What follows belongs to an exercise in optimizing a design on an open flow for small area and a short achievable clock period; a production flow would make more cautious choices.
Where RTL was checked, it was by simulation tests only, not by an equivalence proof against the original.
Power figures rest on the tool's default switching activity, not on a simulated workload.

Setup of the previous run:
==> flow/design.v <==
package dq_pkg;
  localparam int FUNC_W = 3;
  localparam logic [FUNC_W-1:0] FUNC_PUSH_FRONT = 3'd0;
  localparam logic [FUNC_W-1:0] FUNC_PUSH_BACK  = 3'd1;
  localparam logic [FUNC_W-1:0] FUNC_POP_FRONT  = 3'd2;
  localparam logic [FUNC_W-1:0] FUNC_POP_BACK   = 3'd3;
  localparam logic [FUNC_W-1:0] FUNC_PEEK_FRONT = 3'd4;
  localparam logic [FUNC_W-1:0] FUNC_PEEK_BACK  = 3'd5;
  localparam logic [FUNC_W-1:0] FUNC_CLEAR      = 3'd6;
endpackage
module dq_cell #(
  parameter int DATA_WIDTH = 32
) (
  input  logic                  clk,
  input  logic                  we,
  input  logic [DATA_WIDTH-1:0] push_word,
  output logic [DATA_WIDTH-1:0] data
);
  always_ff @(posedge clk) begin
    if (we) begin
      data <= push_word;
    end
  end
endmodule
module double_ended_queue #(
  parameter int DEPTH      = 16,
  parameter int DATA_WIDTH = 32
) (
  input  logic clk,
  input  logic rst,
  input  logic s_tvalid,
  output logic s_tready,
  input  logic [((DATA_WIDTH+7)/8)*8-1:0] s_tdata,
  input  logic [dq_pkg::FUNC_W-1:0] s_tuser,
  output logic m_tvalid,
  input  logic m_tready,
  output logic [((DATA_WIDTH+3+$clog2(DEPTH+1)+7)/8)*8-1:0] m_tdata
);
  localparam int CNT_W     = $clog2(DEPTH + 1);
  localparam int PTR_W     = $clog2(DEPTH);
  localparam int RES_W     = DATA_WIDTH + 3 + CNT_W;
  localparam int M_TDATA_W = ((RES_W + 7) / 8) * 8;
  logic [dq_pkg::FUNC_W-1:0] func;
  logic                      accept;
  logic [CNT_W-1:0] count;
  logic [PTR_W-1:0] head;
  logic [PTR_W-1:0] tail;
  logic             empty;
  logic [CNT_W-1:0] count_next;
  logic             full;
  logic             ok_q;
  logic [DATA_WIDTH-1:0] peek_q;
  logic             peek_front;
  logic             peek_back;
  logic [DEPTH-1:0] head_oh;
  logic [DEPTH-1:0] tail_oh;
  logic [DEPTH-1:0] we;
  logic [DEPTH-1:0] rsel;
  logic [DATA_WIDTH-1:0] mem [DEPTH];
  logic [DATA_WIDTH-1:0] peek_word;
  assign func     = s_tuser;
  assign s_tready = !m_tvalid || m_tready;
  assign accept   = s_tvalid && s_tready;
  assign full  = count[CNT_W-1];
  assign peek_front = (func == dq_pkg::FUNC_PEEK_FRONT) && !empty;
  assign peek_back  = (func == dq_pkg::FUNC_PEEK_BACK) && !empty;
  always_comb begin
    for (int i = 0; i < DEPTH; i++) begin
      head_oh[i] = (head == PTR_W'(i));
      tail_oh[i] = (tail == PTR_W'(i));
    end
  end
  for (genvar i = 0; i < DEPTH; i++) begin : g_word
    assign we[i]   = !full && (head_oh[(i + 1) % DEPTH] || tail_oh[i]);
    assign rsel[i] = (peek_front && head_oh[i]) ||
                     (peek_back && tail_oh[(i + 1) % DEPTH]);
    dq_cell #(
      .DATA_WIDTH(DATA_WIDTH)
    ) u_cell (
      .clk      (clk),
      .we       (we[i]),
      .push_word(s_tdata[DATA_WIDTH-1:0]),
      .data     (mem[i])
    );
  end
  always_comb begin
    peek_word = '0;
    for (int i = 0; i < DEPTH; i++) begin
      peek_word = peek_word | (mem[i] & {DATA_WIDTH{rsel[i]}});
    end
  end
  always_comb begin
    count_next = count;
    case (func)
      dq_pkg::FUNC_PUSH_FRONT,
      dq_pkg::FUNC_PUSH_BACK:  if (!full) count_next = count + 1'b1;
      dq_pkg::FUNC_POP_FRONT,
      dq_pkg::FUNC_POP_BACK:   if (!empty) count_next = count - 1'b1;
      dq_pkg::FUNC_CLEAR:      count_next = '0;
      default: ;
    endcase
  end
  always_ff @(posedge clk) begin
    if (rst) begin
      count    <= '0;
      empty    <= 1'b1;
      tail     <= head;
      m_tvalid <= 1'b0;
    end else begin
      if (accept) begin
        count <= count_next;
        empty <= (count_next == '0);
        case (func)
          dq_pkg::FUNC_PUSH_FRONT: if (!full) head <= head - 1'b1;
          dq_pkg::FUNC_PUSH_BACK:  if (!full) tail <= tail + 1'b1;
          dq_pkg::FUNC_POP_FRONT:  if (!empty) head <= head + 1'b1;
          dq_pkg::FUNC_POP_BACK:   if (!empty) tail <= tail - 1'b1;
          dq_pkg::FUNC_CLEAR:      tail <= head;
          default: ;
        endcase
      end
      if (accept) begin
        m_tvalid <= 1'b1;
      end else if (m_tready) begin
        m_tvalid <= 1'b0;
      end
    end
  end
  always_ff @(posedge clk) begin
    if (s_tready) begin
      case (func)
        dq_pkg::FUNC_PUSH_FRONT,
        dq_pkg::FUNC_PUSH_BACK:  ok_q <= !full;
        dq_pkg::FUNC_POP_FRONT,
        dq_pkg::FUNC_POP_BACK,
        dq_pkg::FUNC_PEEK_FRONT,
        dq_pkg::FUNC_PEEK_BACK,
        dq_pkg::FUNC_CLEAR:      ok_q <= !empty;
        default:                 ok_q <= 1'b0;
      endcase
      peek_q <= peek_word;
    end
  end
  assign m_tdata = M_TDATA_W'({count, full, empty, peek_q, ok_q});
endmodule
Settings: LEC_CHECK=0, CAP_MARGIN=20, CORE_MARGIN=2, CORE_UTILIZATION=30, SETUP_SLACK_MARGIN=2.0, SLEW_MARGIN=20; clock period 4.5 ns.
standard.sh (not shown) runs the stock make flow with config.mk's settings and CLKGATE_MAP_FILE= SYNTH_SCRIPT=/design/flow/synth_recipe.tcl, a recipe that flattens the netlist after the stock synthesis.
==> flow/flow/run.sh <==
#!/bin/bash
cp standard.sh standard_sh.txt
export BUFFER_PORTS_ARGS="-buffer_cell sky130_fd_sc_hd__buf_2"
bash standard.sh > standard.log 2>&1
The previous run finished every step from synthesis to the final layout, and the layout passed the timing, design-rule and antenna checks.
> inputs changed (the previous run -> the current run)
--- a/flow/design.v
+++ b/flow/design.v
@@ -36,45 +36,59 @@
   input  logic m_tready,
   output logic [((DATA_WIDTH+3+$clog2(DEPTH+1)+7)/8)*8-1:0] m_tdata
 );
   localparam int CNT_W     = $clog2(DEPTH + 1);
-  localparam int PTR_W     = $clog2(DEPTH);
+  localparam int JW        = DEPTH / 2;
   localparam int RES_W     = DATA_WIDTH + 3 + CNT_W;
   localparam int M_TDATA_W = ((RES_W + 7) / 8) * 8;
   logic [dq_pkg::FUNC_W-1:0] func;
   logic                      accept;
   logic [CNT_W-1:0] count;
-  logic [PTR_W-1:0] head;
-  logic [PTR_W-1:0] tail;
+  logic [CNT_W-1:0] count_next;
   logic             empty;
-  logic [CNT_W-1:0] count_next;
   logic             full;
+  logic [JW-1:0]    front_j;
+  logic [JW-1:0]    back_j;
+  logic [JW-1:0]    front_j_inc;
+  logic [JW-1:0]    front_j_dec;
+  logic [JW-1:0]    back_j_inc;
+  logic [JW-1:0]    back_j_dec;
+  logic [DEPTH-1:0] front_oh;
+  logic [DEPTH-1:0] back_oh;
+  logic [DEPTH-1:0] we;
+  logic [DEPTH-1:0] rsel;
   logic             ok_q;
   logic [DATA_WIDTH-1:0] peek_q;
   logic             peek_front;
   logic             peek_back;
-  logic [DEPTH-1:0] head_oh;
-  logic [DEPTH-1:0] tail_oh;
-  logic [DEPTH-1:0] we;
-  logic [DEPTH-1:0] rsel;
   logic [DATA_WIDTH-1:0] mem [DEPTH];
   logic [DATA_WIDTH-1:0] peek_word;
   assign func     = s_tuser;
   assign s_tready = !m_tvalid || m_tready;
   assign accept   = s_tvalid && s_tready;
-  assign full  = count[CNT_W-1];
+  assign full = count[CNT_W-1];
   assign peek_front = (func == dq_pkg::FUNC_PEEK_FRONT) && !empty;
   assign peek_back  = (func == dq_pkg::FUNC_PEEK_BACK) && !empty;
   always_comb begin
-    for (int i = 0; i < DEPTH; i++) begin
-      head_oh[i] = (head == PTR_W'(i));
-      tail_oh[i] = (tail == PTR_W'(i));
+    front_oh[0]  = !front_j[0] && !front_j[JW-1];
+    front_oh[JW] = front_j[0] && front_j[JW-1];
+    back_oh[0]   = !back_j[0] && !back_j[JW-1];
+    back_oh[JW]  = back_j[0] && back_j[JW-1];
+    for (int s = 1; s < JW; s++) begin
+      front_oh[s]      = front_j[s-1] && !front_j[s];
+      front_oh[JW + s] = !front_j[s-1] && front_j[s];
+      back_oh[s]       = back_j[s-1] && !back_j[s];
+      back_oh[JW + s]  = !back_j[s-1] && back_j[s];
     end
   end
+  assign front_j_inc = {front_j[JW-2:0], !front_j[JW-1]};
+  assign front_j_dec = {!front_j[0], front_j[JW-1:1]};
+  assign back_j_inc  = {back_j[JW-2:0], !back_j[JW-1]};
+  assign back_j_dec  = {!back_j[0], back_j[JW-1:1]};
   for (genvar i = 0; i < DEPTH; i++) begin : g_word
-    assign we[i]   = !full && (head_oh[(i + 1) % DEPTH] || tail_oh[i]);
-    assign rsel[i] = (peek_front && head_oh[i]) ||
-                     (peek_back && tail_oh[(i + 1) % DEPTH]);
+    assign we[i]   = !full && (front_oh[(i + 1) % DEPTH] ||
+                               back_oh[(i + DEPTH - 1) % DEPTH]);
+    assign rsel[i] = (peek_front && front_oh[i]) || (peek_back && back_oh[i]);
     dq_cell #(
       .DATA_WIDTH(DATA_WIDTH)
     ) u_cell (
       .clk      (clk),
@@ -103,20 +117,21 @@
   always_ff @(posedge clk) begin
     if (rst) begin
       count    <= '0;
       empty    <= 1'b1;
-      tail     <= head;
+      front_j  <= '0;
+      back_j   <= {1'b1, {(JW-1){1'b0}}};
       m_tvalid <= 1'b0;
     end else begin
       if (accept) begin
         count <= count_next;
         empty <= (count_next == '0);
         case (func)
-          dq_pkg::FUNC_PUSH_FRONT: if (!full) head <= head - 1'b1;
-          dq_pkg::FUNC_PUSH_BACK:  if (!full) tail <= tail + 1'b1;
-          dq_pkg::FUNC_POP_FRONT:  if (!empty) head <= head + 1'b1;
-          dq_pkg::FUNC_POP_BACK:   if (!empty) tail <= tail - 1'b1;
-          dq_pkg::FUNC_CLEAR:      tail <= head;
+          dq_pkg::FUNC_PUSH_FRONT: if (!full) front_j <= front_j_dec;
+          dq_pkg::FUNC_PUSH_BACK:  if (!full) back_j <= back_j_inc;
+          dq_pkg::FUNC_POP_FRONT:  if (!empty) front_j <= front_j_inc;
+          dq_pkg::FUNC_POP_BACK:   if (!empty) back_j <= back_j_dec;
+          dq_pkg::FUNC_CLEAR:      back_j <= front_j_dec;
           default: ;
         endcase
       end
       if (accept) begin
==> run notes <==
The current run finished end to end and its layout was clean on timing, DRC and antenna.
Per the comparison of the current run with the previous run, clock latency on the worst-skew pair did not really move, tightest hold margin now sits lower, post-route total power rose 0.64%, maximum frequency shrank by about 3.3%, maximum vdd drop climbed 8.9%.
[compare] base=the previous run new=the current run: cell row count grew by 2; final-layout non-clock buffer area share held steady.
Compared with the previous run, in the current run sequential share of layout area went down 1.9 points; total negative slack for setup checks held.
The current run against the previous run; met3 layer wire length in the routed design is up by more than half.
Only the layout flow was run in the current run; the RTL was not checked for function there.

==> static timing again, ports no longer ideal <==
The flow's constraints put no driver on any port. The routed layouts listed below were extracted and timed again, unchanged, in two steps. Step 1 (the two cells are an assumption about what drives the block):
set clk [get_ports {clk}]
set_driving_cell -lib_cell sky130_fd_sc_hd__clkbuf_16 $clk
set_driving_cell -lib_cell sky130_fd_sc_hd__buf_2 [delete_from_list [all_inputs] $clk]
Step 2 adds t to the input delays and takes it off the output delays; t is the mean of the earliest and latest rising clock arrival at the registers after step 1. Input paths then give back, and output paths get back, about the clock's delay inside the block. Three values: ideal, step 1, step 2; two values: the first two.
run	t (ns)	setup slack, ns	worst register clock-pin slew, ns	worst data-port slew with drivers (ns)	cell pins on the clock port's net
the previous run	0.663	2.050 / 2.050 / 1.418	0.06 / 0.06	0.12	1
the current run	0.659	1.967 / 1.967 / 1.372	0.07 / 0.07	0.09	1
After both steps setup and hold are still met in every run listed. For the previous run, which loses most, drivers alone change the setup slack by 0.000 ns; drivers and shift together by -0.632 ns.
